Source: an optimization exercise on an open RTL-to-GDS flow (aim: small area and a short achievable clock period). Production flows keep margins and buffers that such runs may drop. At most, simulation tests tie the RTL to the original design; equivalence was not proved. The RTL of runs 1 to 5 was laid out without a check of its function. Power figures rest on the tool's default switching activity, not on a simulated workload.

[design/flow/flow/run.sh]
#!/bin/bash
# Standard ORFS layout (standard.sh, unchanged synthesis) with small port
# buffers and, after global placement (flow/post_gp.tcl), a balanced buffer
# tree for the flip-flop enables and the output port buffers moved next to
# the flip-flops that drive them. repair_timing gets a tighter setup target.
# The clock period and constraints stay the design's.
set -euo pipefail
bash standard.sh \
  BUFFER_PORTS_ARGS="-buffer_cell sky130_fd_sc_hd__buf_1" \
  POST_GLOBAL_PLACE_TCL="$(pwd)/flow/post_gp.tcl" \
  SETUP_SLACK_MARGIN=5.0 TNS_END_PERCENT=10 \
  finish > orfs_make.log 2>&1
[design/flow/flow/halt_tree.tcl]
# Rebuilds the buffer tree on the net that drives the flip-flops' enable
# pins (DE) as a balanced tree placed by recursive bisection of the sink
# locations. Runs after global placement; detailed placement legalizes.
proc ht_master {name} {
  set m [[ord::get_db] findMaster $name]
  if {$m eq "NULL" || $m eq ""} { error "no master $name" }
  return $m
}
proc ht_is_buf {inst} {
  set n [[$inst getMaster] getName]
  return [regexp {__(buf|clkbuf)_[0-9]+$} $n]
}
proc ht_in_pin {inst} {
  foreach it [$inst getITerms] { if {[$it isInputSignal]} { return $it } }
  return ""
}
proc ht_out_pin {inst} {
  foreach it [$inst getITerms] { if {[$it isOutputSignal]} { return $it } }
  return ""
}
proc ht_center {inst} {
  set b [$inst getBBox]
  return [list [expr {([$b xMin] + [$b xMax]) / 2}] [expr {([$b yMin] + [$b yMax]) / 2}]]
}
# items: list of {x y payload}; split until each group has at most n items
proc ht_split {items n} {
  if {[llength $items] <= $n} { return [list $items] }
  set xs [lmap i $items {lindex $i 0}]
  set ys [lmap i $items {lindex $i 1}]
  set dx [expr {[tcl::mathfunc::max {*}$xs] - [tcl::mathfunc::min {*}$xs]}]
  set dy [expr {[tcl::mathfunc::max {*}$ys] - [tcl::mathfunc::min {*}$ys]}]
  set k [expr {$dx >= $dy ? 0 : 1}]
  set s [lsort -integer -index $k $items]
  # split so both halves fill whole groups where possible
  set groups [expr {([llength $s] + $n - 1) / $n}]
  set left [expr {($groups / 2) * $n}]
  if {$left == 0} { set left [expr {[llength $s] / 2}] }
  return [concat [ht_split [lrange $s 0 [expr {$left - 1}]] $n] \
                 [ht_split [lrange $s $left end] $n]]
}
proc ht_build {pin_name leaf_n fan_n leaf_cell mid_cell} {
  set block [ord::get_db_block]
  # sinks: every DE pin of an enable flip-flop
  set sinks {}
  foreach inst [$block getInsts] {
    foreach it [$inst getITerms] {
      if {[[$it getMTerm] getName] eq $pin_name && [$it getNet] ne "NULL"} {
        lappend sinks $it
      }
    }
  }
  if {[llength $sinks] == 0} { puts "halt_tree: no $pin_name pins"; return }
  # walk up through buffers to the root net; remember the buffers
  set bufs [dict create]
  set root ""
  foreach it $sinks {
    set net [$it getNet]
    while {1} {
      set drv ""
      foreach d [$net getITerms] { if {[$d isOutputSignal]} { set drv $d } }
      if {$drv eq ""} { break }
      set inst [$drv getInst]
      if {![ht_is_buf $inst] || [regexp {^(input|output)[0-9]+$} [$inst getName]]} { break }
      dict set bufs [$inst getName] $inst
      set net [[ht_in_pin $inst] getNet]
    }
    if {$root eq ""} { set root $net } elseif {$root ne $net} {
      puts "halt_tree: $pin_name pins have more than one root; left alone"; return
    }
  }
  puts "halt_tree: root net [$root getName], [llength $sinks] sinks, [dict size $bufs] old buffers"
  # other loads of the old buffer nets (not DE pins) go back to the root
  set others {}
  dict for {name inst} $bufs {
    set onet [[ht_out_pin $inst] getNet]
    foreach it [$onet getITerms] {
      if {[$it isInputSignal] && [[$it getMTerm] getName] ne $pin_name && ![dict exists $bufs [[$it getInst] getName]]} {
        lappend others $it
      }
    }
  }
  foreach it $sinks { $it disconnect }
  foreach it $others { $it disconnect }
  dict for {name inst} $bufs {
    set onet [[ht_out_pin $inst] getNet]
    foreach it [$inst getITerms] { if {[$it getNet] ne "NULL"} { $it disconnect } }
    odb::dbInst_destroy $inst
    if {[llength [$onet getITerms]] == 0 && [llength [$onet getBTerms]] == 0} { odb::dbNet_destroy $onet }
  }
  foreach it $others { $it connect $root }
  # leaves
  set items [lmap it $sinks { concat [ht_center [$it getInst]] [list $it] }]
  set level 0
  set cell $leaf_cell
  set n $leaf_n
  set count 0
  while {[llength $items] > $fan_n || $level == 0} {
    set next {}
    foreach g [ht_split $items $n] {
      set sx 0; set sy 0
      foreach i $g { incr sx [lindex $i 0]; incr sy [lindex $i 1] }
      set cx [expr {$sx / [llength $g]}]
      set cy [expr {$sy / [llength $g]}]
      set name "halt_tree_${level}_$count"
      incr count
      set inst [odb::dbInst_create $block [ht_master $cell] $name]
      set net [odb::dbNet_create $block "${name}_net"]
      [ht_out_pin $inst] connect $net
      foreach i $g { [lindex $i 2] connect $net }
      $inst setLocation $cx $cy
      $inst setPlacementStatus PLACED
      lappend next [list $cx $cy [ht_in_pin $inst]]
    }
    puts "halt_tree: level $level, [llength $next] buffers of $cell"
    set items $next
    incr level
    set cell $mid_cell
    set n $fan_n
  }
  foreach i $items { [lindex $i 2] connect $root }
}
[design/flow/flow/out_bufs.tcl]
# Output port buffers: each moves next to the cell that drives it and
# becomes a stronger buffer, so the weak flip-flop output sees a short wire
# and the buffer drives the long wire to the pin. Detailed placement
# legalizes the moved buffers afterwards.
proc ob_fix {cell} {
  set block [ord::get_db_block]
  set master [[ord::get_db] findMaster $cell]
  set moved 0
  foreach bt [$block getBTerms] {
    if {[$bt getIoType] ne "OUTPUT"} { continue }
    set net [$bt getNet]
    if {$net eq "NULL"} { continue }
    set buf ""
    foreach it [$net getITerms] { if {[$it isOutputSignal]} { set buf [$it getInst] } }
    if {$buf eq "" || ![regexp {^output[0-9]+$} [$buf getName]]} { continue }
    set in ""
    foreach it [$buf getITerms] { if {[$it isInputSignal]} { set in $it } }
    set drv ""
    foreach it [[$in getNet] getITerms] { if {[$it isOutputSignal]} { set drv [$it getInst] } }
    if {$drv eq ""} { continue }
    set loc [$drv getLocation]
    $buf swapMaster $master
    $buf setLocation [lindex $loc 0] [lindex $loc 1]
    $buf setPlacementStatus PLACED
    incr moved
  }
  puts "out_bufs: moved $moved output buffers next to their drivers as $cell"
}
[design/flow/flow/post_gp.tcl]
# POST_GLOBAL_PLACE hook: a balanced buffer tree for the flip-flop enables,
# and output port buffers moved next to their drivers
source [file join [file dirname [info script]] halt_tree.tcl]
source [file join [file dirname [info script]] out_bufs.tcl]
ht_build DE 16 6 sky130_fd_sc_hd__buf_4 sky130_fd_sc_hd__buf_8
ob_fix sky130_fd_sc_hd__buf_2
[design/flow/standard.sh]
#!/bin/bash
# synth_recipe.tcl (not shown) runs the flow's synth.tcl, then flattens the netlist and writes it again
# the make line also repeats each setting of config.mk as NAME=value (left out here)
make -C /OpenROAD-flow-scripts/flow DESIGN_CONFIG=/design/flow/config.mk WORK_HOME=/design/flow/orfs CLKGATE_MAP_FILE= SYNTH_SCRIPT=/design/flow/synth_recipe.tcl "${@:-finish}"
[design/flow/config.mk]
export PLATFORM = sky130hd
export DESIGN_NAME = bbox_top
export DESIGN_NICKNAME = bbox_top
export VERILOG_FILES = /design/flow/design.v
export SDC_FILE = /design/flow/constraint.sdc
export NUM_CORES = 4
export LEC_CHECK = 0
export CAP_MARGIN = 20
export CORE_MARGIN = 2
export CORE_UTILIZATION = 60
export CTS_CLUSTER_DIAMETER = 100
export CTS_CLUSTER_SIZE = 30
export SLEW_MARGIN = 20
[design/flow/constraint.sdc]
create_clock -name core_clock -period 9.0 [get_ports {clk}]
set_input_delay 1.8000 -clock core_clock [delete_from_list [all_inputs] [get_ports {clk}]]
set_output_delay 1.8000 -clock core_clock [all_outputs]
set_load 0.01 [all_outputs]
[design/flow/design.v]
`timescale 1ns/1ps
`default_nettype none
module bbox_extent (
    input  logic [215:0] verts,
    input  logic [47:0]  screen,
    input  logic [2:0]   mask,
    output logic [2:0]   ordx,
    output logic [2:0]   ordy,
    output logic         clx,
    output logic         cly,
    output logic         off_screen
);
    logic signed [16:0] vx [3];
    logic signed [16:0] vy [3];
    logic signed [16:0] sx, sy;
    logic [2:0] gtx, gty;
    logic [2:0] negx, negy;
    function automatic logic bbox_lt17(input logic [16:0] a, input logic [16:0] b);
        logic [16:0] x, y, g, p;
        logic [4:0]  bg, bp;
        x = {~a[16], a[15:0]};
        y = {~b[16], b[15:0]};
        g = ~x & y;
        p = ~x | y;
        for (int k = 0; k < 4; k++) begin
            bg[k] = g[4*k+3] | (p[4*k+3] & g[4*k+2]) | (p[4*k+3] & p[4*k+2] & g[4*k+1])
                  | (p[4*k+3] & p[4*k+2] & p[4*k+1] & g[4*k]);
            bp[k] = &p[4*k +: 4];
        end
        bg[4] = g[16];
        bp[4] = p[16];
        bbox_lt17 = bg[4] | (bp[4] & bg[3]) | (bp[4] & bp[3] & bg[2])
                  | (bp[4] & bp[3] & bp[2] & bg[1]) | (bp[4] & bp[3] & bp[2] & bp[1] & bg[0]);
    endfunction
    assign sx = {screen[47:34], screen[33:31] | ~mask};
    assign sy = {screen[23:10], screen[9:7] | ~mask};
    always_comb begin
        for (int v = 0; v < 3; v++) begin
            vx[v] = verts[72*v + 55 +: 17];
            vy[v] = verts[72*v + 31 +: 17];
            gtx[v] = vx[v] > sx;
            gty[v] = vy[v] > sy;
            negx[v] = vx[v][16];
            negy[v] = vy[v][16];
        end
        ordx = {bbox_lt17(vx[1], vx[2]), bbox_lt17(vx[0], vx[2]), bbox_lt17(vx[0], vx[1])};
        ordy = {bbox_lt17(vy[1], vy[2]), bbox_lt17(vy[0], vy[2]), bbox_lt17(vy[0], vy[1])};
        clx = |gtx;
        cly = |gty;
        off_screen = (&gtx) | (&gty) | (&negx) | (&negy);
    end
endmodule
`default_nettype wire
`timescale 1ns/1ps
`default_nettype none
module bbox_screen_clip (
    input  logic [215:0] verts,
    input  logic [47:0]  screen,
    input  logic [2:0]   mask,
    input  logic [2:0]   ordx,
    input  logic [2:0]   ordy,
    input  logic         clx,
    input  logic         cly,
    output logic [95:0]  box
);
    logic [23:0] vx [3];
    logic [23:0] vy [3];
    logic [23:0] scr_x, scr_y;
    logic [23:0] mnx, mny, mxx, mxy;
    logic [23:0] ll_x, ll_y, ur_x, ur_y;
    logic        negx, negy;
    assign {scr_x, scr_y} = screen;
    always_comb begin
        for (int v = 0; v < 3; v++) begin
            vx[v] = verts[72*v + 48 +: 24];
            vy[v] = verts[72*v + 24 +: 24];
        end
    end
    function automatic logic [23:0] pick_min(input logic [2:0] o,
                                             input logic [23:0] a,
                                             input logic [23:0] b,
                                             input logic [23:0] c);
        logic s0, s1, s2;
        s0 = o[0] & o[1];
        s1 = ~o[0] & o[2];
        s2 = ~(s0 | s1);
        pick_min = ({24{s0}} & a) | ({24{s1}} & b) | ({24{s2}} & c);
    endfunction
    function automatic logic [23:0] pick_max(input logic [2:0] o,
                                             input logic [23:0] a,
                                             input logic [23:0] b,
                                             input logic [23:0] c);
        logic s0, s1, s2;
        s0 = ~o[0] & ~o[1];
        s1 = o[0] & ~o[2];
        s2 = ~(s0 | s1);
        pick_max = ({24{s0}} & a) | ({24{s1}} & b) | ({24{s2}} & c);
    endfunction
    always_comb begin
        mnx = pick_min(ordx, vx[0], vx[1], vx[2]);
        mny = pick_min(ordy, vy[0], vy[1], vy[2]);
        mxx = pick_max(ordx, vx[0], vx[1], vx[2]);
        mxy = pick_max(ordy, vy[0], vy[1], vy[2]);
        negx = vx[0][23] | vx[1][23] | vx[2][23];
        negy = vy[0][23] | vy[1][23] | vy[2][23];
        ll_x = negx ? 24'd0 : {1'b0, mnx[22:10], mnx[9:7] & mask, 7'd0};
        ll_y = negy ? 24'd0 : {1'b0, mny[22:10], mny[9:7] & mask, 7'd0};
        ur_x = clx ? scr_x : {mxx[23:10], mxx[9:7] & mask, 7'd0};
        ur_y = cly ? scr_y : {mxy[23:10], mxy[9:7] & mask, 7'd0};
    end
    assign box = {ll_x, ll_y, ur_x, ur_y};
endmodule
`default_nettype wire
`timescale 1ns/1ps
`default_nettype none
module bbox_pipe (
    input  logic         clk,
    input  logic         reset,
    input  logic         halt,
    input  logic         valid,
    input  logic [288:1] pay,
    input  logic [95:0]  box,
    output logic [384:0] q
);
    logic         q_valid;
    logic [288:1] q_pay;
    logic [22:7]  q_llx, q_lly;
    logic [47:0]  q_ur;
    always_ff @(posedge clk) begin
        if (reset) begin
            q_valid <= 1'b0;
        end else if (!halt) begin
            q_valid <= valid;
        end
    end
    always_ff @(posedge clk) begin
        if (!halt) begin
            q_pay <= pay;
            q_llx <= box[94:79];
            q_lly <= box[70:55];
            q_ur  <= box[47:0];
        end
    end
    assign q = {q_pay, 1'b0, q_llx, 7'd0, 1'b0, q_lly, 7'd0, q_ur, q_valid};
endmodule
`default_nettype wire
`timescale 1ns/1ps
`default_nettype none
module bbox_top (
    input  logic         clk,
    input  logic         reset,
    input  logic         halt,
    input  logic [288:0] tri_in,
    input  logic [47:0]  screen,
    input  logic [3:0]   msaa,
    output logic [384:0] box_out
);
    logic [288:1] s1_pay;
    logic         s1_valid;
    logic [47:0]  s1_scr;
    logic [2:0]   s1_mask;
    logic [288:1] s2_pay;
    logic         s2_valid;
    logic [47:0]  s2_scr;
    logic [2:0]   s2_mask;
    logic [2:0]   s2_ordx, s2_ordy;
    logic         s2_clx, s2_cly;
    logic [2:0]   ordx, ordy;
    logic         clx, cly, off_screen;
    logic [95:0]  box;
    function automatic logic [2:0] frac_mask(input logic [3:0] code);
        case (code)
            4'b1000: frac_mask = 3'b000;
            4'b0100: frac_mask = 3'b100;
            4'b0010: frac_mask = 3'b110;
            default: frac_mask = 3'b111;
        endcase
    endfunction
    always_ff @(posedge clk) begin
        if (reset) begin
            s1_valid <= 1'b0;
        end else if (!halt) begin
            s1_valid <= tri_in[0];
        end
    end
    always_ff @(posedge clk) begin
        if (!halt) begin
            s1_pay  <= tri_in[288:1];
            s1_scr  <= screen;
            s1_mask <= frac_mask(msaa);
        end
    end
    bbox_extent u_extent (
        .verts      (s1_pay[288:73]),
        .screen     (s1_scr),
        .mask       (s1_mask),
        .ordx       (ordx),
        .ordy       (ordy),
        .clx        (clx),
        .cly        (cly),
        .off_screen (off_screen)
    );
    always_ff @(posedge clk) begin
        if (reset) begin
            s2_valid <= 1'b0;
        end else if (!halt) begin
            s2_valid <= s1_valid & ~off_screen;
        end
    end
    always_ff @(posedge clk) begin
        if (!halt) begin
            s2_pay  <= s1_pay;
            s2_scr  <= s1_scr;
            s2_mask <= s1_mask;
            s2_ordx <= ordx;
            s2_ordy <= ordy;
            s2_clx  <= clx;
            s2_cly  <= cly;
        end
    end
    bbox_screen_clip u_clip (
        .verts  (s2_pay[288:73]),
        .screen (s2_scr),
        .mask   (s2_mask),
        .ordx   (s2_ordx),
        .ordy   (s2_ordy),
        .clx    (s2_clx),
        .cly    (s2_cly),
        .box    (box)
    );
    bbox_pipe u_out (
        .clk   (clk),
        .reset (reset),
        .halt  (halt),
        .valid (s2_valid),
        .pay   (s2_pay),
        .box   (box),
        .q     (box_out)
    );
endmodule
`default_nettype wire
==> results of run 1 <==
==> layout make-up <==
cell class / count / area [um2]
fill: 4144 / 18300
inverter: 129 / 488
tap: 837 / 1050
buffer: 79 / 691
clock inverter: 4 / 61.3
multi-input combinational: 754 / 5300
sequential: 1057 / 31700
antenna: 12 / 30.0
timing repair buffer: 722 / 3210
clock buffer: 47 / 1070
==> per-layer routing <==
metal | wire length, um | GRT usage [%] | vias up | part of all wire (%)
li1 | - | - | 9246 | -
met1 | 36200 | 37.0 | 10300 | 38
met2 | 47500 | 48.1 | 844 | 50
met3 | 8070 | 6.50 | 145 | 8.5
met4 | 3540 | 10.2 | 8 | 3.7
met5 | 57 | 0 | - | 0.060
==> cells by family after synthesis <==
kind of cell / after synthesis / share of synthesized area [%]
buf+inv: 176 / 1.92
xor+xnor: 8 / 0.186
simple gates: 266 / 3.46
flops: 1057 / 84.2
fa+ha+maj: 139 / 4.35
other cells: 1 / 0.00995
mux: 2 / 0.0531
compound gates: 323 / 5.84
==> flip-flops by register name (all words and copies together) (netlist names) <==
signal	cells
s1_mask	3
s1_pay	288
s1_scr	48
s1_valid	1
s2_clx	1
s2_cly	1
s2_mask	3
s2_ordx	3
s2_ordy	3
s2_pay	288
s2_scr	48
s2_valid	1
u_out.q_llx	16
u_out.q_lly	16
u_out.q_pay	288
u_out.q_ur	48
u_out.q_valid	1
==> power by group <==
part,switching [uW],total [uW],internal [uW],leakage (uW)
Combinational,534,841,306,0.00518
Sequential,176,6000,5820,0.0104
Clock,1370,2230,868,0.000552
Total,2080,9070,6990,0.0161
==> per-stage QoR <==
step | utilization [%] | instance area [um2]
after floorplan | - | 37700
after global placement | 66.8 | 41400
after detailed placement | 68.5 | 42400
after CTS | 70.3 | 43600
after global routing | 70.4 | 43600
final | 70.4 | 43600
==> worst paths after layout <==
check / end / cells past startpoint / slack (ns)
worst max register to register: s2_ordx[1]$_DFFE_PN_ / 8 / 6.02
worst min register to register: u_out.q_pay[82]$_DFFE_PN_ / 0 / 0.41
worst min-delay path: u_out.q_pay[82]$_DFFE_PN_ / 0 / 0.41
worst max-delay path: box_out[228] / 1 / 5.98
==> cells in the final DEF (no fill, tap or decap), types with 5 or more instances in the layout <==
cell          n
nor3_1       12
nor2_1       48
a31oi_1       8
a21o_1       17
and2_1       16
buf_2       369
o21ai_0      27
clkbuf_16    42
and3_1        5
edfxtp_1   1054
maj3_2        6
a211oi_1     33
nor2b_1      29
xnor2_1       5
inv_1       126
nand4_1      14
nand3_1      15
buf_8        13
maj3_1       37
o22ai_1       8
diode_2      12
conb_1       16
nand2_1      88
a22o_1       28
a22oi_1      45
a21oi_1      92
buf_1       343
a221oi_1      9
or3_1         5
o31ai_1       6
buf_4        76
ha_1         96
clkbuf_1      5
nand2b_1     21
==> impl_results.md, run 1 <==
* Iter 0 DRT Violations at 2084
* Setup ws final at 5.98 ns
* Largest net degree at the start of global routing at 34
* Post-DP HPWL at 73.1 mm
* Post-DRT Antenna Nets at 0
* Number of gates resized after CTS at 0
* Slew @ Worst Pin at 1.10 ns
* Skew final at 0.0332 ns
* Post-synth top area share at 84.0%
* Worst setup startpoint: u_out.q_pay[132]$_DFFE_PN_
* Worst r2r src: s1_pay[281]$_DFFE_PN_
* Overall power at 9070 uW
* CTS tree: built
* Final min period at 3.02 ns
* First-pass GRT wire length at 131 mm
* FP Rows at 91
* Setup Crit Path Kind: reg -> out
* Initial Util at 60.8%
* Routed WL at 95.3 mm
* Worst hold path type: reg -> reg
* Via/cell ratio at 5.65
* # H-tree levels at 2
* Clock latency on the worst-skew pair at 0.62 ns
* Total GRT Usage at 28.6%
* Hold slack at 0.409 ns
* Crit share post-route at 33.6%
* Worst path cell trace: buf_2
* Die height at 255 um
* Initial antenna violation count at 18
* Mapped cell area at 37700 um2
* Cells after Synth at 1972
* #FFs+latches synth at 1057
* Leakage at 0.0161 uW
* Io pins at 729
* Worst Setup End Kind: output pin
* Cell taking the most area after synthesis: edfxtp_1
* Peak supply drop at 219 uV
* Required time worst endpoint at 7.20 ns
* Core footprint at 61900 um2
* Final Hold Fails at 0
* RSZ-0062 raised after global routing: no
* Bufs and invs on worst path at 1
* Clock Pin Slew Worst Setup and Hold Paths at 0.11 ns
* DP Cell Count at 3578
* Yosys cell types at 61
* Highest-delay cell along the critical path: edfxtp_1
* Hold_sp: s2_pay[82]$_DFFE_PN_
* Async set-reset flop share out of synthesis at 0%
* Post-CTS setup buffers at 0
* Seq/Total Area, Yosys at 84.2%
* CTS hold repair buffers at 0
* Dpl ws at 5.74 ns
* Top cells by area in the synthesized netlist: edfxtp_1 84%, ha_1 3.2%, inv_1 1.3%
* CTS Buf Count at 41
* Worst-path fanout max at 1
* Worst EP arrival at 1.22 ns
* Longest Clk Path Bufs at 3
* Drt first pass iters at 6
* Setup_tns at 0 ns
* Slew Viols, Final at 0
* Buffers on Ports at 712
* Setup violators final at 0
* Width of the die at 255 um
* DR WL/cell at 26.2 um
* Primary FF master, synth: edfxtp_1
* Share of layout cells above drive strength 1 at 18.5%
* Vias at 20.6k
* Post-synth EDFFs at 1054
* Root Buffer: clkbuf_16
* CP max stage delay at 0.41 ns
* Gr ovfl total at 0
* Number of global-route vias before repair at 19.3k
* P per Cell Area at 208 nW/um2
* CP startpoint kind: flop
* Die footprint at 64800 um2
* Slew HR at 26.9%
* Yosys warnings at 8
* Max Freq at 331 MHz
* TritonCTS Sinks at 1057
* Syn avg cell area at 19.1 um2
* Post-synth top cells: 1054 x edfxtp_1, 127 x inv_1, 96 x ha_1
* Max-cap violation count at 0
* Post-route insts no fill at 3641
* Status: complete, no violations
* Area grow syn2layout at 15.8%
* Layout net count at 3226
* Worst path top cell family by delay: flip-flops
* Post-route DRC at 0
* Most frequent cell after synthesis: edfxtp_1
==> run 2: changes to the inputs <==
--- a/design/flow/flow/post_gp.tcl
+++ b/design/flow/flow/post_gp.tcl
@@ -4,3 +4,3 @@
 source [file join [file dirname [info script]] out_bufs.tcl]
-ht_build DE 16 6 sky130_fd_sc_hd__buf_4 sky130_fd_sc_hd__buf_8
+ht_build DE 16 6 sky130_fd_sc_hd__buf_2 sky130_fd_sc_hd__buf_6
 ob_fix sky130_fd_sc_hd__buf_2
==> run 2 against run 1 <==
Via count is 0.97% higher. Utilization is 0.31 points lower. Non-clock buffer count up 1. Clock power about the same. Worst hold slack improved by 0.0042 ns. Global-route usage rose by 0.24 points. Register-to-register slack worse by 0.07 ns. Area after synthesis is the same. Critical path type is now reg -> reg. Critical endpoint is now s2_ordx[1]$_DFFE_PN_.
==> impl_results.md, run 2 <==
* Worst path cell trace: inv_2 -> nor2_1 -> maj3_1 -> maj3_2 -> maj3_2 -> a2111oi_0 -> maj3_1 -> a21oi_1
* Slew HR at 29.4%
* Root Buffer: clkbuf_16
* FP Rows at 91
* Width of the die at 255 um
* Met3 Usage GRT at 7.23%
* Slew @ Worst Pin at 1.06 ns
* CTS Buf Count at 41
* Worst hold path type: reg -> reg
* Comb pwr share at 9.2%
* Setup Crit Path Kind: reg -> reg
* Die height at 255 um
* Worst EP arrival at 3.44 ns
* Async set-reset flop share out of synthesis at 0%
* Longest Clk Path Bufs at 3
* Routing usage on met2 at 48.5%
* Mapped cell area at 37700 um2
* Max Freq at 327 MHz
* Yosys warnings at 8
* Top flop regs: s1_pay (288), s2_pay (288), u_out.q_pay (288)
* Io pins at 729
* GR peak layer: met2
* Primary FF master, synth: edfxtp_1
* Gr ovfl total at 0
* Most frequent cells in the layout: 1054 x edfxtp_1, 435 x buf_2, 343 x buf_1
* Leakage at 0.0160 uW
* Core footprint at 61900 um2
* RSZ-0062 raised after global routing: no
* CTS tree: built
* Number of gates resized after CTS at 0
* Layout net count at 3227
* Routed WL at 95.8 mm
* Largest net degree at the start of global routing at 34
* Post-synth top cells: 1054 x edfxtp_1, 127 x inv_1, 96 x ha_1
* Total GRT Usage at 28.8%
* Final Util at 70.1%
* Initial Util at 60.8%
* Clock latency on the worst-skew pair at 0.63 ns
* Post-DP HPWL at 73.4 mm
* Most frequent cell after synthesis: edfxtp_1
* Via/cell ratio at 5.70
* Slew Viols, Final at 0
* Crit share post-route at 33.9%
* Post-synth top area share at 84.0%
* Iter 0 DRT Violations at 1930
* Post-synth EDFFs at 1054
* Setup violators final at 0
* Peak supply drop at 256 uV
* Worst-path fanout max at 5
* Buffers on Ports at 712
* Highest-delay cell along the critical path: a2111oi_0
* Yosys cell types at 61
* Drt first pass iters at 5
* Switching share of power at 23.0%
* Clock network fraction of total power at 24.7%
* WP depth at 8
* Reg2reg path depth at 8
* Post-route DRC at 0
* Sequential power share at 66.1%
* CTS hold repair buffers at 0
* Seq/Total Area, Yosys at 84.2%
* Cell taking the most area after synthesis: edfxtp_1
* Initial antenna violation count at 17
* Pint at 6990 uW
* Skew final at 0.0232 ns
* P per Cell Area at 209 nW/um2
* #FFs+latches synth at 1057
* Worst Setup End Kind: flop
* Final min period at 3.05 ns
* Cells after Synth at 1972
* Worst path top cell family by delay: adder cells
* Setup_tns at 0 ns
* Switching power at 2090 uW
* Vias at 20.8k
* Status: complete, no violations
* CP startpoint kind: flop
* Max-cap violation count at 0
* Share of layout cells above drive strength 1 at 18.5%
* Met1 Usage GRT at 37.1%
* Required time worst endpoint at 9.39 ns
* Bufs and invs on worst path at 1
* Die footprint at 64800 um2
* DP Cell Count at 3578
* Post-CTS setup buffers at 0
* Post-DRT Antenna Nets at 0
* TritonCTS Sinks at 1057
* DR WL/cell at 26.3 um
* Top cells by area in the synthesized netlist: edfxtp_1 84%, ha_1 3.2%, inv_1 1.3%
* # H-tree levels at 2
* CP max stage delay at 0.81 ns
* Post-route insts no fill at 3643
* Area grow syn2layout at 15.2%
* Worst Hold Depth at 0
* First-pass GRT wire length at 133 mm
* Clock Pin Slew Worst Setup and Hold Paths at 0.11 ns
* Syn avg cell area at 19.1 um2
* Number of global-route vias before repair at 19.6k
* Most common cell after layout, fill and taps aside: edfxtp_1
* Final Hold Fails at 0
-- run 2: changes by cell type in the layout (fill, tap and decap cells not counted) --
cell | before | now
buf_6 | 0 | 13
inv_16 | 1 | 2
diode_2 | 12 | 13
buf_4 | 76 | 10
inv_12 | 1 | 0
buf_2 | 369 | 435
buf_8 | 13 | 1
-- run 2: per-layer routing --
metal	part of all wire, %	vias to the layer above	wire [um]
li1	-	9256	-
met1	38	10500	36300
met2	50	865	47900
met3	8.7	137	8350
met4	3.3	6	3180
met5	0.046	-	44
-- run 2: power by group through the flow --
stage | Clock [uW] | Sequential (uW) | Combinational [uW]
finish | 2240 | 6000 | 833
detailed placement | 0 | 6110 | 827
floorplan | 0 | 6240 | 387
CTS | 2290 | 6000 | 831
global route | 2430 | 6030 | 904
global placement | 0 | 6110 | 745
-- run 2: cell families (layout without fill, tap and decap cells) --
family / after synthesis / in the layout / synth area share (%)
buf+inv: 176 / 982 / 1.92
other cells: 1 / 29 / 0.00995
simple gates: 266 / 266 / 3.46
fa+ha+maj: 139 / 139 / 4.35
mux: 2 / 2 / 0.0531
flops: 1057 / 1057 / 84.2
compound gates: 323 / 323 / 5.84
xor+xnor: 8 / 8 / 0.186
-- run 2: layout make-up --
cell class,count,area [um2]
antenna,13,32.5
buffer,79,477
clock buffer,47,1070
clock inverter,4,65.1
fill,4201,18500
inverter,129,488
multi-input combinational,754,5300
sequential,1057,31700
tap,837,1050
timing repair buffer,723,3220
-- run 2: path summary, 6_finish.rpt --
check / from / end / slack [ns]
min reg2reg: s2_pay[84]$_DFFE_PN_ / u_out.q_pay[84]$_DFFE_PN_ / 0.41
max reg2reg: s1_pay[281]$_DFFE_PN_ / s2_ordx[1]$_DFFE_PN_ / 5.95
min: s2_pay[84]$_DFFE_PN_ / u_out.q_pay[84]$_DFFE_PN_ / 0.41
max: s1_pay[281]$_DFFE_PN_ / s2_ordx[1]$_DFFE_PN_ / 5.95
-- run 2: metrics by stage --
step	setup WS [ns]	hold WS (ns)	cell area, um2	total power (uW)
2_1_floorplan	-8.88	0.400	37700	6630
3_3_place_gp	4.66	0.400	41400	6850
3_5_place_dp	5.69	0.405	42200	6930
4_1_cts	5.94	0.411	43400	9120
5_1_grt	5.92	0.417	43400	9370
6_report	5.95	0.413	43400	9070
==> run 3: changes to the inputs <==
--- a/design/flow/flow/post_gp.tcl
+++ b/design/flow/flow/post_gp.tcl
@@ -5,2 +5,2 @@
 ht_build DE 16 6 sky130_fd_sc_hd__buf_2 sky130_fd_sc_hd__buf_6
-ob_fix sky130_fd_sc_hd__buf_2
+ob_fix sky130_fd_sc_hd__buf_4
--- a/design/flow/config.mk
+++ b/design/flow/config.mk
@@ -9,3 +9,3 @@
 export CORE_MARGIN = 2
-export CORE_UTILIZATION = 60
+export CORE_UTILIZATION = 65
 export CTS_CLUSTER_DIAMETER = 100
==> run 3 against run 2 <==
Clock skew rose by 0.020 ns. Cell count fell by 1.7%. Area after synthesis did not move. Routed wire length rose by 5.3%. Still clean. Die area fell by 7.6%.
==> impl_results.md, run 3 <==
* Xor/xnor cell area share of the yosys netlist at 0.186%
* Via/cell ratio at 5.91
* CP max stage delay at 0.82 ns
* TritonCTS Sinks at 1057
* Gr ovfl total at 0
* Worst Setup End Kind: flop
* Die footprint at 59900 um2
* Skew final at 0.0433 ns
* Largest net degree at the start of global routing at 36
* DP Cell Count at 3505
* Overall power at 9160 uW
* Max Freq at 330 MHz
* Top cells by area in the synthesized netlist: edfxtp_1 84%, ha_1 3.2%, inv_1 1.3%
* Worst setup startpoint: s1_pay[281]$_DFFE_PN_
* Post-DP HPWL at 75.7 mm
* Peak supply drop at 241 uV
* Primary FF master, synth: edfxtp_1
* Number of global-route vias before repair at 20.6k
* Post-route insts no fill at 3581
* Required time worst endpoint at 9.39 ns
* Yosys cell types at 61
* Sequential power share at 65.7%
* P per Cell Area at 207 nW/um2
* Worst path cell trace: inv_2 -> nor2_1 -> maj3_1 -> maj3_2 -> maj3_2 -> a2111oi_0 -> maj3_1 -> a21oi_1
* Post-CTS setup buffers at 0
* Share of layout cells above drive strength 1 at 18.5%
* Setup Crit Path Kind: reg -> reg
* Final Hold Fails at 0
* Largest family of logic cells by synthesized area: compound AO/OA/AOI/OAI gates
* Most frequent cell after synthesis: edfxtp_1
* Worst path top cell family by delay: adder cells
* Synth Area in Simple Gates at 3.46%
* Switching share of power at 23.1%
* DR WL/cell at 28.2 um
* Routed WL at 101 mm
* Final min period at 3.03 ns
* Initial Util at 65.5%
* # fillers at 3176
* CTS hold repair buffers at 0
* Crit share post-route at 33.7%
* # H-tree levels at 2
* FP Rows at 88
* Mapped cell area at 37700 um2
* Worst EP arrival at 3.42 ns
* Post-synth top area share at 84.0%
* Async set-reset flop share out of synthesis at 0%
* Mux cell area share after synthesis at 0.0531%
* Clock Pin Slew Worst Setup and Hold Paths at 0.11 ns
* RSZ-0062 raised after global routing: no
* Highest-delay cell along the critical path: a2111oi_0
* Buffers on Ports at 712
* Post-synth EDFFs at 1054
* Slew HR at 21.4%
* Io pins at 729
* Slew Viols, Final at 0
* Drt first pass iters at 5
* #FFs+latches synth at 1057
* Root Buffer: clkbuf_16
* Cell taking the most area after synthesis: edfxtp_1
* Slew @ Worst Pin at 1.18 ns
* Post-synth top cells: 1054 x edfxtp_1, 127 x inv_1, 96 x ha_1
* Post-DRT Antenna Nets at 0
* Iter 0 DRT Violations at 2271
* Clock network fraction of total power at 24.5%
* Width of the die at 245 um
* Layout net count at 3225
* Area grow syn2layout at 17.5%
* Status: complete, no violations
* Cells after Synth at 1972
* Comb pwr share at 9.8%
* Longest Clk Path Bufs at 3
* Switching power at 2120 uW
* Final Util at 77.0%
* Core footprint at 57500 um2
* Worst-path fanout max at 5
* Bufs and invs on worst path at 1
* Most frequent cells in the layout: 1054 x edfxtp_1, 378 x buf_4, 343 x buf_1
* Post-route DRC at 0
* Total GRT Usage at 33.5%
* CTS tree: built
* Initial antenna violation count at 28
* Vias at 21.2k
* First-pass GRT wire length at 142 mm
* Post-Synth Adder-Cell Area at 4.35%
* Leakage at 0.0163 uW
* Top flop regs: s1_pay (288), s2_pay (288), u_out.q_pay (288)
* Hold_sp: s2_pay[45]$_DFFE_PN_
* Setup violators final at 0
* Yosys warnings at 8
* Pint at 7040 uW
* Most common cell after layout, fill and taps aside: edfxtp_1
* Number of gates resized after CTS at 0
* Worst r2r src: s1_pay[281]$_DFFE_PN_
* Syn avg cell area at 19.1 um2
* Seq/Total Area, Yosys at 84.2%
* Die height at 245 um
* CP startpoint kind: flop
* Max-cap violation count at 0
* Synth Area in Compound Gates at 5.84%
* Setup_tns at 0 ns
* Clock latency on the worst-skew pair at 0.63 ns
* CTS Buf Count at 41
* Worst hold path type: reg -> reg
[run 3: changes by cell type in the layout (fill, tap and decap cells not counted), sizes merged]
cell / delta
buf: -2
diode: +13
inv: -1
[run 3: final timing paths]
check / endpoint / slack [ns] / cells after the start
setup reg to reg: s2_ordx[1]$_DFFE_PN_ / 5.97 / 8
hold / removal: u_out.q_pay[45]$_DFFE_PN_ / 0.40 / 0
setup / recovery: s2_ordx[1]$_DFFE_PN_ / 5.97 / 8
hold reg to reg: u_out.q_pay[45]$_DFFE_PN_ / 0.40 / 0
[run 3: cells by family after synthesis]
| logic type | count (synthesis) |
|---|---|
| compound gates | 323 |
| xor+xnor | 8 |
| flops | 1057 |
| mux | 2 |
| other cells | 1 |
| buf+inv | 176 |
| fa+ha+maj | 139 |
| simple gates | 266 |
[run 3: layer usage]
layer / vias to the layer above / GRT usage, % / wire [um] / part of all wire (%)
met1: 10500 / 42.3 / 35300 / 35
met3: 196 / 8.20 / 10100 / 10
met5: - / 0 / 90 / 0.089
met2: 1151 / 55.1 / 50300 / 50
met4: 12 / 16.2 / 5120 / 5.1
li1: 9262 / - / - / -
[run 3: layout make-up]
class	count	area [um2]	share of cell area (%)
Antenna cell	26	65.1	0.147
Buffer	79	477	1.08
Clock buffer	47	1070	2.42
Clock inverter	3	66.3	0.150
Inverter	129	488	1.10
Multi-Input combinational cell	754	5310	12.0
Sequential cell	1057	31700	71.6
Tap cell	765	957	2.16
Timing Repair Buffer	721	4130	9.32
[run 3: power by group through the flow]
stage	sequential [uW]	combinational, uW	clock, uW
floorplan	6240	387	0
global placement	6110	746	0
detailed placement	6120	883	0
CTS	6020	891	2270
global route	6050	965	2410
finish	6020	894	2250
[run 3: stage by stage]
step	worst slack, ns	area, um2	hold slack (ns)
2_1_floorplan	-8.88	37700	0.400
3_3_place_gp	4.54	41300	0.400
3_5_place_dp	5.65	43100	0.405
4_1_cts	5.93	44200	0.395
5_1_grt	5.82	44200	0.398
6_report	5.97	44300	0.396
==> run 4: changes to the inputs <==
--- a/design/flow/flow/post_gp.tcl
+++ b/design/flow/flow/post_gp.tcl
@@ -4,3 +4,3 @@
 source [file join [file dirname [info script]] out_bufs.tcl]
-ht_build DE 16 6 sky130_fd_sc_hd__buf_2 sky130_fd_sc_hd__buf_6
-ob_fix sky130_fd_sc_hd__buf_4
+ht_build DE 16 6 sky130_fd_sc_hd__buf_4 sky130_fd_sc_hd__buf_8
+ob_fix sky130_fd_sc_hd__buf_2
--- a/design/flow/config.mk
+++ b/design/flow/config.mk
@@ -12,2 +12,3 @@
 export CTS_CLUSTER_SIZE = 30
+export PLACE_DENSITY = 0.75
 export SLEW_MARGIN = 20
==> run 4 against run 3 <==
Critical endpoint is now box_out[224]. Final area decreased by 1.7%. Routed wire length increased by 2.0%. Die area unchanged. Clock power about the same. Global-route usage increased by 0.12 points. Register-to-register slack improved by 0.11 ns. Utilization decreased by 1.3 points. Area after synthesis unchanged. Non-clock buffer count increased by 2. Power decreased by 0.61%. Combinational power decreased by 4.1%. Highest routed layer unchanged.
==> impl_results.md, run 4 <==
* Initial Util at 65.5%
* Seq/Total Area, Yosys at 84.2%
* Primary FF master, synth: edfxtp_1
* Clock Pin Slew Worst Setup and Hold Paths at 0.12 ns
* Comb pwr share at 9.4%
* CTS hold repair buffers at 0
* Most common cell after layout, fill and taps aside: edfxtp_1
* Required time worst endpoint at 7.20 ns
* Post-route DRC at 0
* Worst path cell trace: buf_2
* Peak supply drop at 242 uV
* Routing usage on met2 at 54.7%
* Skew final at 0.0268 ns
* Most frequent cells in the layout: 1054 x edfxtp_1, 369 x buf_2, 343 x buf_1
* Post-synth EDFFs at 1054
* Worst setup startpoint: u_out.q_pay[128]$_DFFE_PN_
* Core footprint at 57500 um2
* Worst path top cell family by delay: flip-flops
* Layout net count at 3227
* CTS tree: built
* Switching power at 2130 uW
* Gr ovfl total at 0
* Overall power at 9110 uW
* Die height at 245 um
* Share of layout cells above drive strength 1 at 18.5%
* Pint at 6980 uW
* DR WL/cell at 28.7 um
* Max Freq at 330 MHz
* Cell taking the most area after synthesis: edfxtp_1
* Drt first pass iters at 6
* TritonCTS Sinks at 1057
* CTS Buf Count at 41
* Top flop regs: s1_pay (288), s2_pay (288), u_out.q_pay (288)
* Post-CTS setup buffers at 0
* Clock latency on the worst-skew pair at 0.61 ns
* Post-synth top area share at 84.0%
* Critical Path Sink: box_out[224]
* Post-synth top cells: 1054 x edfxtp_1, 127 x inv_1, 96 x ha_1
* Final Util at 75.7%
* Top cells by area in the synthesized netlist: edfxtp_1 84%, ha_1 3.2%, inv_1 1.3%
* Root Buffer: clkbuf_16
* Met1 Usage GRT at 43.6%
* Routed WL at 103 mm
* Dpl ws at 5.67 ns
* Vias at 21.5k
* Initial antenna violation count at 27
* Worst r2r src: s1_pay[129]$_DFFE_PN_
* Final min period at 3.03 ns
* Worst Setup End Kind: output pin
* Worst hold path type: reg -> reg
* Via/cell ratio at 6.00
* Reg2reg path depth at 9
* Worst EP arrival at 1.23 ns
* RSZ-0062 raised after global routing: no
* Bufs and invs on worst path at 1
* Most frequent cell after synthesis: edfxtp_1
* FP Rows at 88
* Clock network fraction of total power at 24.4%
* Highest-delay cell along the critical path: edfxtp_1
* R2R Path End: s2_ordx[1]$_DFFE_PN_
* Sequential power share at 66.2%
* Async set-reset flop share out of synthesis at 0%
* Crit share post-route at 33.7%
* Switching share of power at 23.4%
* Yosys warnings at 8
* R2R Setup Slk at 6.08 ns
* # fillers at 3275
* Die footprint at 59900 um2
* CP max stage delay at 0.42 ns
* Setup violators final at 0
* Largest net degree at the start of global routing at 36
* Area grow syn2layout at 15.6%
* Final Hold Fails at 0
* Width of the die at 245 um
* #FFs+latches synth at 1057
* Slew HR at 29.1%
* Mapped cell area at 37700 um2
* Yosys cell types at 61
* Leakage at 0.0161 uW
* Post-DRT Antenna Nets at 0
* Longest Clk Path Bufs at 3
* Number of global-route vias before repair at 20.6k
* CP startpoint kind: flop
* Met3 Usage GRT at 8.69%
* Slew @ Worst Pin at 1.06 ns
* Total GRT Usage at 33.6%
* Setup Crit Path Kind: reg -> out
* Status: complete, no violations
* First-pass GRT wire length at 143 mm
* Setup ws final at 5.97 ns
* WP depth at 1
* Buffers on Ports at 712
* # H-tree levels at 2
* Io pins at 729
* Worst-path fanout max at 1
* Max-cap violation count at 0
* P per Cell Area at 209 nW/um2
* Cells after Synth at 1972
* Number of gates resized after CTS at 0
* Syn avg cell area at 19.1 um2
* Iter 0 DRT Violations at 2412
* GR peak layer: met2
* Slew Viols, Final at 0
* Post-DP HPWL at 76.4 mm
## run 4: cell counts after synthesis
No cell type changed its count.
## run 4: power by group through the flow
stage	Sequential, uW	Combinational [uW]	Clock [uW]
6_report	6030	857	2220
5_1_grt	6050	922	2380
4_1_cts	6020	849	2240
3_5_place_dp	6120	840	0
3_3_place_gp	6120	732	0
2_1_floorplan	6240	387	0
## run 4: how the worst min path moves through the flow
stage | start | endpoint | slack (ns) | cells past startpoint
finish | s2_pay[159]$_DFFE_PN_ | u_out.q_pay[159]$_DFFE_PN_ | 0.42 | 0
global route | s2_pay[159]$_DFFE_PN_ | u_out.q_pay[159]$_DFFE_PN_ | 0.42 | 0
CTS | s2_pay[159]$_DFFE_PN_ | u_out.q_pay[159]$_DFFE_PN_ | 0.42 | 0
detailed placement | s1_pay[12]$_DFFE_PN_ | s2_pay[12]$_DFFE_PN_ | 0.40 | 0
global placement | s2_pay[50]$_DFFE_PN_ | u_out.q_pay[50]$_DFFE_PN_ | 0.40 | 0
floorplan | s1_pay[100]$_DFFE_PN_ | s2_pay[100]$_DFFE_PN_ | 0.40 | 0
## run 4: kinds of logic after synthesis
kind of cell,count (synthesis),synth area share [%]
adders and majority gates,139,4.35
AOI/OAI and AO/OA,323,5.84
DFF,1057,84.2
xor gates and xnor gates,8,0.186
and+or+nand+nor,266,3.46
other,1,0.00995
buffers and inverters,176,1.92
muxes,2,0.0531
## run 4: routing by layer
metal | routed length [um] | vias to the layer above | share of wire (%)
met3 | 11200 | 257 | 11
met1 | 36000 | 10600 | 35
met4 | 5360 | 12 | 5.2
met2 | 50300 | 1374 | 49
li1 | - | 9260 | -
met5 | 85 | - | 0.083
## run 4: stage by stage
stage / setup TNS [ns] / hold WS, ns / instance area [um2] / instances
2_1_floorplan: -9362.02 / 0.400 / 37700 / 1987
3_3_place_gp: 0 / 0.400 / 41300 / 3437
3_5_place_dp: 0 / 0.405 / 42400 / 3507
4_1_cts: 0 / 0.418 / 43500 / 3558
5_1_grt: 0 / 0.423 / 43500 / 3579
6_report: 0 / 0.416 / 43500 / 3586
## run 4: final cells by class
| class | instances | area [um2] | share of cell area, % |
|---|---|---|---|
| antenna | 28 | 70.1 | 0.161 |
| multi-input combinational | 754 | 5300 | 12.2 |
| timing repair buffer | 723 | 3220 | 7.39 |
| tap | 765 | 957 | 2.20 |
| buffer | 79 | 691 | 1.59 |
| inverter | 129 | 488 | 1.12 |
| clock inverter | 4 | 51.3 | 0.118 |
| sequential | 1057 | 31700 | 72.8 |
| clock buffer | 47 | 1050 | 2.41 |
==> run 5: changes to the inputs <==
--- a/design/flow/flow/run.sh
+++ b/design/flow/flow/run.sh
@@ -10,3 +10,3 @@
   POST_GLOBAL_PLACE_TCL="$(pwd)/flow/post_gp.tcl" \
-  SETUP_SLACK_MARGIN=5.0 TNS_END_PERCENT=10 \
+  SETUP_SLACK_MARGIN=6.1 TNS_END_PERCENT=100 \
   finish > orfs_make.log 2>&1
==> run 5 against run 4 <==
Die area unchanged. Synthesized cell count unchanged. Routed wire length up 0.34%. Critical path depth is the same. First-iteration DRC count increased by 3.7%. Maximum frequency is 0.31% higher. Utilization is 1.3 points higher. Highest routed layer unchanged. Register-to-register slack gained 0.04 ns. Area after synthesis did not move. Non-clock buffer count grew 3. Worst setup slack improved by 0.0093 ns. Sequential share of layout area down 1.2 points.
==> impl_results.md, run 5 <==
* First-pass GRT wire length at 144 mm
* Io pins at 729
* GR peak layer: met2
* # H-tree levels at 2
* Primary FF master, synth: edfxtp_1
* Final Hold Fails at 0
* DR WL/cell at 28.8 um
* Slew Viols, Final at 0
* Worst Setup End Kind: output pin
* Drt first pass iters at 8
* Skew final at 0.0279 ns
* Largest family of logic cells by synthesized area: compound AO/OA/AOI/OAI gates
* Width of the die at 245 um
* Peak supply drop at 241 uV
* Worst Hold Depth at 0
* Post-DP HPWL at 76.4 mm
* Largest net degree at the start of global routing at 36
* WP depth at 1
* Worst path top cell family by delay: flip-flops
* Highest-delay cell along the critical path: edfxtp_1
* Cell taking the most area after synthesis: edfxtp_1
* Post-synth EDFFs at 1054
* Clock network fraction of total power at 24.3%
* Via/cell ratio at 6.06
* Status: complete, no violations
* Most frequent cell after synthesis: edfxtp_1
* Top cells by area in the synthesized netlist: edfxtp_1 84%, ha_1 3.2%, inv_1 1.3%
* Yosys warnings at 8
* P per Cell Area at 207 nW/um2
* Worst hold path type: reg -> reg
* Crit share post-route at 33.6%
* Routed WL at 103 mm
* Slew @ Worst Pin at 1.08 ns
* Mux cell area share after synthesis at 0.0531%
* Clock Pin Slew Worst Setup and Hold Paths at 0.12 ns
* FP Rows at 88
* Total GRT Usage at 33.8%
* Final min period at 3.02 ns
* Hold slack at 0.421 ns
* Met3 Usage GRT at 7.64%
* Initial antenna violation count at 27
* Core footprint at 57500 um2
* Yosys cell types at 61
* Number of global-route vias before repair at 20.6k
* Root Buffer: clkbuf_16
* Placement-stage cell area at 42400 um2
* Setup Crit Path Kind: reg -> out
* Post-DRT Antenna Nets at 0
* Top flop regs: s1_pay (288), s2_pay (288), u_out.q_pay (288)
* Clock latency on the worst-skew pair at 0.61 ns
* Cells after Synth at 1972
* Async set-reset flop share out of synthesis at 0%
* Post-route DRC at 0
* Overall power at 9160 uW
* Synth Area in Compound Gates at 5.84%
* Seq/Total Area, Yosys at 84.2%
* Xor/xnor cell area share of the yosys netlist at 0.186%
* Most frequent cells in the layout: 1054 x edfxtp_1, 343 x buf_1, 254 x buf_2
* Switching power at 2140 uW
* RSZ-0062 raised after global routing: yes
* Bufs and invs on worst path at 1
* Routing usage on met2 at 55.3%
* Sequential power share at 65.9%
* Most common cell after layout, fill and taps aside: edfxtp_1
* Setup violators final at 0
* Syn avg cell area at 19.1 um2
* Reg2reg path depth at 9
* Post-synth top cells: 1054 x edfxtp_1, 127 x inv_1, 96 x ha_1
* CP max stage delay at 0.44 ns
* CTS tree: built
* #FFs+latches synth at 1057
* Leakage at 0.0163 uW
* Met1 Usage GRT at 44.3%
* Die height at 245 um
* Slew HR at 28.2%
* Worst-path fanout max at 1
* Switching share of power at 23.3%
* Mapped cell area at 37700 um2
* Worst EP arrival at 1.22 ns
* Gr ovfl total at 0
* Layout net count at 3230
* Max Freq at 331 MHz
* Max-cap violation count at 0
* Post-Synth Adder-Cell Area at 4.35%
* Area grow syn2layout at 17.6%
* Final Cell Area at 44300 um2
* Synth Area in Simple Gates at 3.46%
* Initial Util at 65.5%
* Buffers on Ports at 712
* Pint at 7020 uW
* Comb pwr share at 9.8%
* Vias at 21.7k
* CP startpoint kind: flop
* Die footprint at 59900 um2
* Longest Clk Path Bufs at 3
* Worst path cell trace: buf_6
* TritonCTS Sinks at 1057
* Required time worst endpoint at 7.20 ns
* CTS Buf Count at 41
* Post-synth top area share at 84.0%
* Iter 0 DRT Violations at 2501
* Share of layout cells above drive strength 1 at 18.7%
run 5: cell counts after synthesis:
No cell type changed its count.
run 5: path summary, 6_finish.rpt:
| kind | startpoint | endpoint | slack, ns |
|---|---|---|---|
| max | u_out.q_pay[128]$_DFFE_PN_ | box_out[224] | 5.98 |
| min | s2_pay[154]$_DFFE_PN_ | u_out.q_pay[154]$_DFFE_PN_ | 0.42 |
| min reg2reg | s2_pay[154]$_DFFE_PN_ | u_out.q_pay[154]$_DFFE_PN_ | 0.42 |
| max reg2reg | s1_pay[129]$_DFFE_PN_ | s2_ordx[1]$_DFFE_PN_ | 6.12 |
run 5: through the flow:
step	setup TNS [ns]	util (%)	worst slack, ns	std cells
6_report	0	77.0	5.98	3589
5_1_grt	0	77.0	5.95	3583
4_1_cts	0	76.6	5.96	3558
3_5_place_dp	0	73.7	5.67	3507
3_3_place_gp	0	71.9	4.52	3437
2_1_floorplan	-9362.02	-	-8.88	1987
run 5: repair_timing:
item                                   4_1_cts  5_1_grt
pin swaps                                    0        0
endpoints found under the hold margin        0        0
gates resized for setup                    175       57
buffers inserted                             0        3
setup endpoints to repair                  369      372
hold buffers                                 0        0
run 5: cell families after synthesis:
group,Yosys count
AOI/OAI and AO/OA,323
other,1
and+or+nand+nor,266
DFF,1057
xor gates and xnor gates,8
adders and majority gates,139
buffers and inverters,176
muxes,2
run 5: final cells by class:
class | count | area, um2
multi-input cells | 754 | 5310
fillers | 3148 | 13200
plain buffers | 79 | 691
flip-flops and latches | 1057 | 31700
repair buffers | 726 | 3960
inverters | 129 | 488
diodes | 28 | 70.1
well taps | 765 | 957
clock buffers | 47 | 1050
clock inverters | 4 | 51.3
run 5: metal layers:
layer,routed length (um),up-vias
li1,-,9270
met1,35900,10800
met2,50800,1409
met3,11200,243
met4,5270,14
met5,95,-
run 5: power by group through the flow:
stage	Clock [uW]	Combinational, uW	Sequential, uW
final	2220	897	6040
after global routing	2380	962	6060
after CTS	2240	877	6020
after detailed placement	0	840	6120
after global placement	0	732	6120
after floorplan	0	387	6240
==> run 6: changes to the inputs <==
--- a/design/flow/design.v
+++ b/design/flow/design.v
@@ -70,3 +70,2 @@
     logic [23:0] ll_x, ll_y, ur_x, ur_y;
-    logic        negx, negy;
     assign {scr_x, scr_y} = screen;
@@ -103,6 +102,4 @@
         mxy = pick_max(ordy, vy[0], vy[1], vy[2]);
-        negx = vx[0][23] | vx[1][23] | vx[2][23];
-        negy = vy[0][23] | vy[1][23] | vy[2][23];
-        ll_x = negx ? 24'd0 : {1'b0, mnx[22:10], mnx[9:7] & mask, 7'd0};
-        ll_y = negy ? 24'd0 : {1'b0, mny[22:10], mny[9:7] & mask, 7'd0};
+        ll_x = mnx[23] ? 24'd0 : {1'b0, mnx[22:10], mnx[9:7] & mask, 7'd0};
+        ll_y = mny[23] ? 24'd0 : {1'b0, mny[22:10], mny[9:7] & mask, 7'd0};
         ur_x = clx ? scr_x : {mxx[23:10], mxx[9:7] & mask, 7'd0};
--- a/design/flow/flow/run.sh
+++ b/design/flow/flow/run.sh
@@ -10,3 +10,3 @@
   POST_GLOBAL_PLACE_TCL="$(pwd)/flow/post_gp.tcl" \
-  SETUP_SLACK_MARGIN=6.1 TNS_END_PERCENT=100 \
+  SETUP_SLACK_MARGIN=5.0 TNS_END_PERCENT=10 \
   finish > orfs_make.log 2>&1
--- a/design/flow/flow/out_bufs.tcl
+++ b/design/flow/flow/out_bufs.tcl
@@ -1,8 +1,12 @@
-# Output port buffers: each moves next to the cell that drives it and
-# becomes a stronger buffer, so the weak flip-flop output sees a short wire
-# and the buffer drives the long wire to the pin. Detailed placement
-# legalizes the moved buffers afterwards.
-proc ob_fix {cell} {
+# Output port buffers: each moves next to the cell that drives it, so the
+# weak flip-flop output sees a short wire and the buffer drives the wire to
+# the pin: the small cell for a pin within near_um of its driver, the
+# strong cell for the rest. Detailed placement legalizes the moved buffers
+# afterwards.
+proc ob_fix {cell {small_cell ""} {near_um 0}} {
   set block [ord::get_db_block]
   set master [[ord::get_db] findMaster $cell]
+  set small [expr {$small_cell eq "" ? $master : [[ord::get_db] findMaster $small_cell]}]
+  set near [expr {$near_um * [$block getDbUnitsPerMicron]}]
+  set nsmall 0
   set moved 0
@@ -21,3 +25,11 @@
     set loc [$drv getLocation]
-    $buf swapMaster $master
+    set bb [$bt getBBox]
+    set dist [expr {abs(([$bb xMin] + [$bb xMax]) / 2 - [lindex $loc 0])
+                    + abs(([$bb yMin] + [$bb yMax]) / 2 - [lindex $loc 1])}]
+    if {$dist < $near} {
+      $buf swapMaster $small
+      incr nsmall
+    } else {
+      $buf swapMaster $master
+    }
     $buf setLocation [lindex $loc 0] [lindex $loc 1]
@@ -26,3 +38,3 @@
   }
-  puts "out_bufs: moved $moved output buffers next to their drivers as $cell"
+  puts "out_bufs: moved $moved output buffers next to their drivers, $nsmall of them as the small cell"
 }
--- a/design/flow/flow/post_gp.tcl
+++ b/design/flow/flow/post_gp.tcl
@@ -4,3 +4,3 @@
 source [file join [file dirname [info script]] out_bufs.tcl]
-ht_build DE 16 6 sky130_fd_sc_hd__buf_4 sky130_fd_sc_hd__buf_8
-ob_fix sky130_fd_sc_hd__buf_2
+ht_build DE 24 6 sky130_fd_sc_hd__buf_4 sky130_fd_sc_hd__buf_8
+ob_fix sky130_fd_sc_hd__buf_2 sky130_fd_sc_hd__buf_1 40
==> run 6 against run 5 <==
Still clean on timing, DRC and antenna. Area after synthesis grew 0.14%. Non-clock buffer count down 26. Sequential cell count unchanged. Count of clock-buffer cells in the layout is the same. Sequential power hardly changed. Critical endpoint is now box_out[299].
==> impl_results.md, run 6 <==
* Die height at 245 um
* Top cells by area in the synthesized netlist: edfxtp_1 84%, ha_1 3.2%, a21oi_1 1.3%
* Yosys cell types at 60
* Largest net degree at the start of global routing at 42
* Die footprint at 60000 um2
* Worst Setup End Kind: output pin
* Initial Util at 65.5%
* Reg2reg path depth at 6
* Slew @ Worst Pin at 1.15 ns
* Pint at 7020 uW
* Drt first pass iters at 5
* Post-synth EDFFs at 1054
* Clock latency on the worst-skew pair at 0.62 ns
* FP Rows at 88
* CP max stage delay at 0.42 ns
* Worst path cell trace: buf_2
* Layout net count at 3207
* Setup violators final at 0
* Initial antenna violation count at 25
* Worst Hold Depth at 0
* Highest-delay cell along the critical path: edfxtp_1
* TritonCTS Sinks at 1057
* Synth Area in Compound Gates at 5.91%
* Leakage at 0.0154 uW
* Width of the die at 245 um
* Hold_sp: s2_pay[76]$_DFFE_PN_
* Syn avg cell area at 19.1 um2
* Worst hold path type: reg -> reg
* Post-synth top cells: 1054 x edfxtp_1, 127 x inv_1, 100 x a21oi_1
* Most frequent cell after synthesis: edfxtp_1
* RSZ-0062 raised after global routing: no
* Total GRT Usage at 32.2%
* R2R Setup Slk at 6.03 ns
* Cells after Synth at 1976
* Core footprint at 57600 um2
* Primary FF master, synth: edfxtp_1
* Worst-path fanout max at 1
* P per Cell Area at 213 nW/um2
* Setup Crit Path Kind: reg -> out
* Clock network fraction of total power at 24.6%
* Buffers on Ports at 712
* Slew HR at 23.4%
* Largest family of logic cells by synthesized area: compound AO/OA/AOI/OAI gates
* Async set-reset flop share out of synthesis at 0%
* Most common cell after layout, fill and taps aside: edfxtp_1
* Mux cell area share after synthesis at 0.0531%
* Switching share of power at 23.5%
* Post-Synth Adder-Cell Area at 4.32%
* Post-DP HPWL at 71.7 mm
* # fillers at 3369
* Slew Viols, Final at 0
* Required time worst endpoint at 7.20 ns
* Peak supply drop at 233 uV
* Max-cap violation count at 0
* Via/cell ratio at 5.93
* Top flop regs: s1_pay (288), s2_pay (288), u_out.q_pay (288)
* Final min period at 3.03 ns
* Post-route DRC at 0
* Yosys warnings at 8
* Worst path top cell family by delay: flip-flops
* Xor/xnor cell area share of the yosys netlist at 0.186%
* CTS hold repair buffers at 0
* Share of layout cells above drive strength 1 at 11.6%
* Max Freq at 330 MHz
* Seq/Total Area, Yosys at 84.1%
* Longest Clk Path Bufs at 3
* CTS tree: built
* Comb pwr share at 9.6%
* Root Buffer: clkbuf_16
* Post-DRT Antenna Nets at 0
* Cell taking the most area after synthesis: edfxtp_1
* R2R Path End: u_out.q_llx[8]$_SDFFCE_PP0N_
* Number of global-route vias before repair at 20.6k
* Final Hold Fails at 0
* Crit share post-route at 33.7%
* Sequential power share at 65.8%
* Post-CTS setup buffers at 0
* Clock Pin Slew Worst Setup and Hold Paths at 0.11 ns
* Hold slack at 0.419 ns
* Most frequent cells in the layout: 1054 x edfxtp_1, 515 x buf_1, 197 x buf_2
* Gr ovfl total at 0
* Iter 0 DRT Violations at 1982
* Mapped cell area at 37700 um2
* Post-synth top area share at 83.9%
* Skew final at 0.0270 ns
* Worst r2r src: s2_ordx[0]$_DFFE_PN_
* # H-tree levels at 2
* Hold EP: u_out.q_pay[76]$_DFFE_PN_
* Area grow syn2layout at 14.5%
* Worst EP arrival at 1.23 ns
* First-pass GRT wire length at 138 mm
* Status: complete, no violations
* Bufs and invs on worst path at 1
* DR WL/cell at 27.3 um
* CTS Buf Count at 41
* #FFs+latches synth at 1057
* Vias at 21.1k
* Io pins at 729
* Switching power at 2160 uW
* Overall power at 9180 uW
* Routed WL at 97.4 mm
* Number of gates resized after CTS at 0
* Synth Area in Simple Gates at 3.55%
* CP startpoint kind: flop
-- run 6: final cells by class --
cell class / instances / area (um2) / area share (%)
Buffer: 54 / 480 / 1.11
Inverter: 127 / 480 / 1.11
Tap cell: 765 / 957 / 2.22
Sequential cell: 1057 / 31700 / 73.4
Clock inverter: 4 / 61.3 / 0.142
Clock buffer: 47 / 1070 / 2.48
Antenna cell: 23 / 57.6 / 0.133
Multi-Input combinational cell: 760 / 5350 / 12.4
Timing Repair Buffer: 725 / 3020 / 6.99
-- run 6: kinds of logic after synthesis --
family	Yosys count
compound gates	331
xor+xnor	8
fa+ha+maj	138
buf+inv	174
flops	1057
mux	2
other cells	1
simple gates	265
-- run 6: through the flow --
step,setup WS [ns],TNS (ns),cells,util [%],cell area [um2]
2_1_floorplan,-8.88,-9362.02,1991,-,37800
3_3_place_gp,4.57,0,3443,71.9,41400
3_5_place_dp,5.60,0,3488,72.9,42000
4_1_cts,5.94,0,3539,74.9,43100
5_1_grt,5.81,0,3554,75.0,43200
6_report,5.97,0,3562,75.0,43200
-- run 6: worst max-delay path by stage --
| stage | start | end | slack [ns] | cells past startpoint |
|---|---|---|---|---|
| final | u_out.q_pay[203]$_DFFE_PN_ | box_out[299] | 5.97 | 1 |
| after global routing | s2_ordx[0]$_DFFE_PN_ | u_out.q_llx[8]$_SDFFCE_PP0N_ | 5.81 | 6 |
| after CTS | u_out.q_ur[2]$_SDFFCE_PN0N_ | box_out[3] | 5.94 | 1 |
| after detailed placement | halt | s2_scr[22]$_DFFE_PN_ | 5.60 | 5 |
| after global placement | halt | s1_scr[4]$_DFFE_PN_ | 4.57 | 4 |
| after floorplan | halt | s1_mask[0]$_DFFE_PN_ | -8.88 | 1 |
-- run 6: metal layers --
layer	routed length [um]	share of wire (%)	global-route usage (%)
met1	34800	36	40.1
met2	50100	51	55.5
met3	8750	9.0	7.42
met4	3600	3.7	12.1
met5	65	0.067	0
-- run 6: power by group through the flow --
stage               Combinational (uW)  Clock, uW  Sequential, uW
detailed placement                 874          0            6130
finish                             885       2260            6040
CTS                                881       2270            6030
global placement                   795          0            6130
floorplan                          412          0            6270
global route                       958       2410            6070
==> run 7: changes to the inputs <==
--- a/design/flow/flow/post_gp.tcl
+++ b/design/flow/flow/post_gp.tcl
@@ -4,3 +4,3 @@
 source [file join [file dirname [info script]] out_bufs.tcl]
-ht_build DE 24 6 sky130_fd_sc_hd__buf_4 sky130_fd_sc_hd__buf_8
+ht_build DE 16 6 sky130_fd_sc_hd__buf_4 sky130_fd_sc_hd__buf_8
 ob_fix sky130_fd_sc_hd__buf_2 sky130_fd_sc_hd__buf_1 40
==> run 7 against run 6 <==
Still clean. Worst hold slack better by 0.0031 ns. Die area unchanged. Critical path depth unchanged. Sequential power is essentially flat. Sequential cell count did not move. Critical path type unchanged. Critical endpoint is now box_out[143]. Largest power group unchanged. Highest routed layer unchanged.
==> impl_results.md, run 7 <==
* Status: complete, no violations
* Via/cell ratio at 5.92
* Hold EP: u_out.q_pay[38]$_DFFE_PN_
* Yosys cell types at 60
* Total GRT Usage at 32.0%
* Slew Viols, Final at 0
* Longest Clk Path Bufs at 3
* Final Hold Fails at 0
* Worst path top cell family by delay: flip-flops
* Share of layout cells above drive strength 1 at 12.4%
* Bufs and invs on worst path at 1
* Max-cap violation count at 0
* Required time worst endpoint at 7.20 ns
* Post-DRT Antenna Nets at 0
* DP Cell Count at 3513
* Drt first pass iters at 5
* Clock latency on the worst-skew pair at 0.62 ns
* CP max stage delay at 0.43 ns
* Highest-delay cell along the critical path: edfxtp_1
* Setup Crit Path Kind: reg -> out
* Syn avg cell area at 19.1 um2
* Layout net count at 3232
* Die height at 245 um
* CP startpoint kind: flop
* Crit share post-route at 33.4%
* Post-route DRC at 0
* Iter 0 DRT Violations at 2008
* Initial antenna violation count at 30
* Top flop regs: s1_pay (288), s2_pay (288), u_out.q_pay (288)
* Top cells by area in the synthesized netlist: edfxtp_1 84%, ha_1 3.2%, a21oi_1 1.3%
* Reg2reg path depth at 8
* CTS tree: built
* TritonCTS Sinks at 1057
* Post-DP HPWL at 72.8 mm
* Io pins at 729
* #FFs+latches synth at 1057
* R2R Path End: s2_ordx[1]$_DFFE_PN_
* Number of gates resized after CTS at 0
* Leakage at 0.0156 uW
* Post-synth EDFFs at 1054
* Async set-reset flop share out of synthesis at 0%
* Largest net degree at the start of global routing at 42
* Yosys warnings at 8
* Worst-path fanout max at 1
* Slew HR at 22.9%
* Vias at 21.2k
* RSZ-0062 raised after global routing: no
* DR WL/cell at 27.0 um
* Buffers on Ports at 712
* Peak supply drop at 203 uV
* First-pass GRT wire length at 137 mm
* R2R Setup Slk at 6.05 ns
* Final min period at 3.01 ns
* Area grow syn2layout at 15.1%
* Width of the die at 245 um
* Initial Util at 65.5%
* Most frequent cell after synthesis: edfxtp_1
* Worst r2r src: s1_pay[129]$_DFFE_PN_
* Post-CTS setup buffers at 0
* Worst hold path type: reg -> reg
* FP Rows at 88
* Cells after Synth at 1976
* Number of global-route vias before repair at 20.6k
* Most common cell after layout, fill and taps aside: edfxtp_1
* Worst path cell trace: buf_2
* Skew final at 0.0211 ns
* Post-synth top area share at 83.9%
* Clock Pin Slew Worst Setup and Hold Paths at 0.11 ns
* Die footprint at 60000 um2
* Routed WL at 97.1 mm
* Core footprint at 57600 um2
* CTS Buf Count at 41
* CTS hold repair buffers at 0
* Primary FF master, synth: edfxtp_1
* Post-route insts no fill at 3589
* Post-synth top cells: 1054 x edfxtp_1, 127 x inv_1, 100 x a21oi_1
* Mapped cell area at 37700 um2
* Hold_sp: s2_pay[38]$_DFFE_PN_
* Root Buffer: clkbuf_16
* Final Util at 75.4%
* Worst Setup End Kind: output pin
* Most frequent cells in the layout: 1054 x edfxtp_1, 515 x buf_1, 197 x buf_2
* Seq/Total Area, Yosys at 84.1%
* Final Cell Area at 43400 um2
* Slew @ Worst Pin at 1.16 ns
* Gr ovfl total at 0
* Placement-stage cell area at 42200 um2
* Setup violators final at 0
* Worst EP arrival at 1.21 ns
* Worst Hold Depth at 0
* # H-tree levels at 2
* Setup_tns at 0 ns
* Max Freq at 332 MHz
* Overall power at 9160 uW
* Cell taking the most area after synthesis: edfxtp_1
* P per Cell Area at 211 nW/um2
-- run 7: cell types whose count changed in the layout (fill, tap and decap cells not counted), sizes merged --
cell and delta:
inv -1, buf +25, clkinv +2, clkbuf +1
-- run 7: cell families (layout without fill, tap and decap cells) --
family	Yosys count	in the layout	share of synthesized area (%)
and+or+nand+nor	265	265	3.55
xor gates and xnor gates	8	8	0.186
AOI/OAI and AO/OA	331	331	5.91
buffers and inverters	174	984	1.90
muxes	2	2	0.0531
other	1	39	0.00994
DFF	1057	1057	84.1
adders and majority gates	138	138	4.32
-- run 7: worst max path at each step --
stage,from,end,slack (ns),cells after the start
2_1_floorplan,halt,s1_mask[0]$_DFFE_PN_,-8.88,1
3_3_place_gp,halt,s1_scr[4]$_DFFE_PN_,4.57,4
3_5_place_dp,halt,s1_pay[104]$_DFFE_PN_,5.68,5
4_1_cts,u_out.q_pay[186]$_DFFE_PN_,box_out[282],5.95,1
5_1_grt,s1_pay[129]$_DFFE_PN_,s2_ordx[1]$_DFFE_PN_,5.89,8
6_report,u_out.q_pay[47]$_DFFE_PN_,box_out[143],5.99,1
-- run 7: final cells by class --
class | count | area [um2]
diodes | 23 | 57.6
plain buffers | 79 | 691
clock buffers | 48 | 1070
clock inverters | 5 | 67.6
fillers | 3344 | 14200
inverters | 127 | 480
multi-input cells | 760 | 5350
flip-flops and latches | 1057 | 31700
well taps | 765 | 957
repair buffers | 725 | 3020
-- run 7: layer usage --
metal | track usage (%) | vias up | wire length, um
met5 | 0 | - | 106
met4 | 12.4 | 16 | 3900
met3 | 7.37 | 181 | 8720
met2 | 54.5 | 1159 | 49100
met1 | 40.4 | 10600 | 35300
li1 | - | 9297 | -
-- run 7: where the power goes --
group          switching (uW)  internal, uW
sequential                191          5840
clock                    1360           870
combinational             582           314
total                    2130          7030
-- run 7: metrics by stage --
stage / hold slack [ns] / worst slack (ns)
after global placement: 0.400 / 4.57
after CTS: 0.428 / 5.95
final: 0.422 / 5.99
after detailed placement: 0.405 / 5.68
after floorplan: 0.400 / -8.88
after global routing: 0.428 / 5.89

Re-timed with assumed drivers on the ports (clkbuf_16 on the clock, buf_2 on other inputs), run 7 has 5.928 ns of setup slack against 5.990 ns with ideal ports, and 5.646 ns once port delays also move by the mid clock arrival of 0.669 ns.
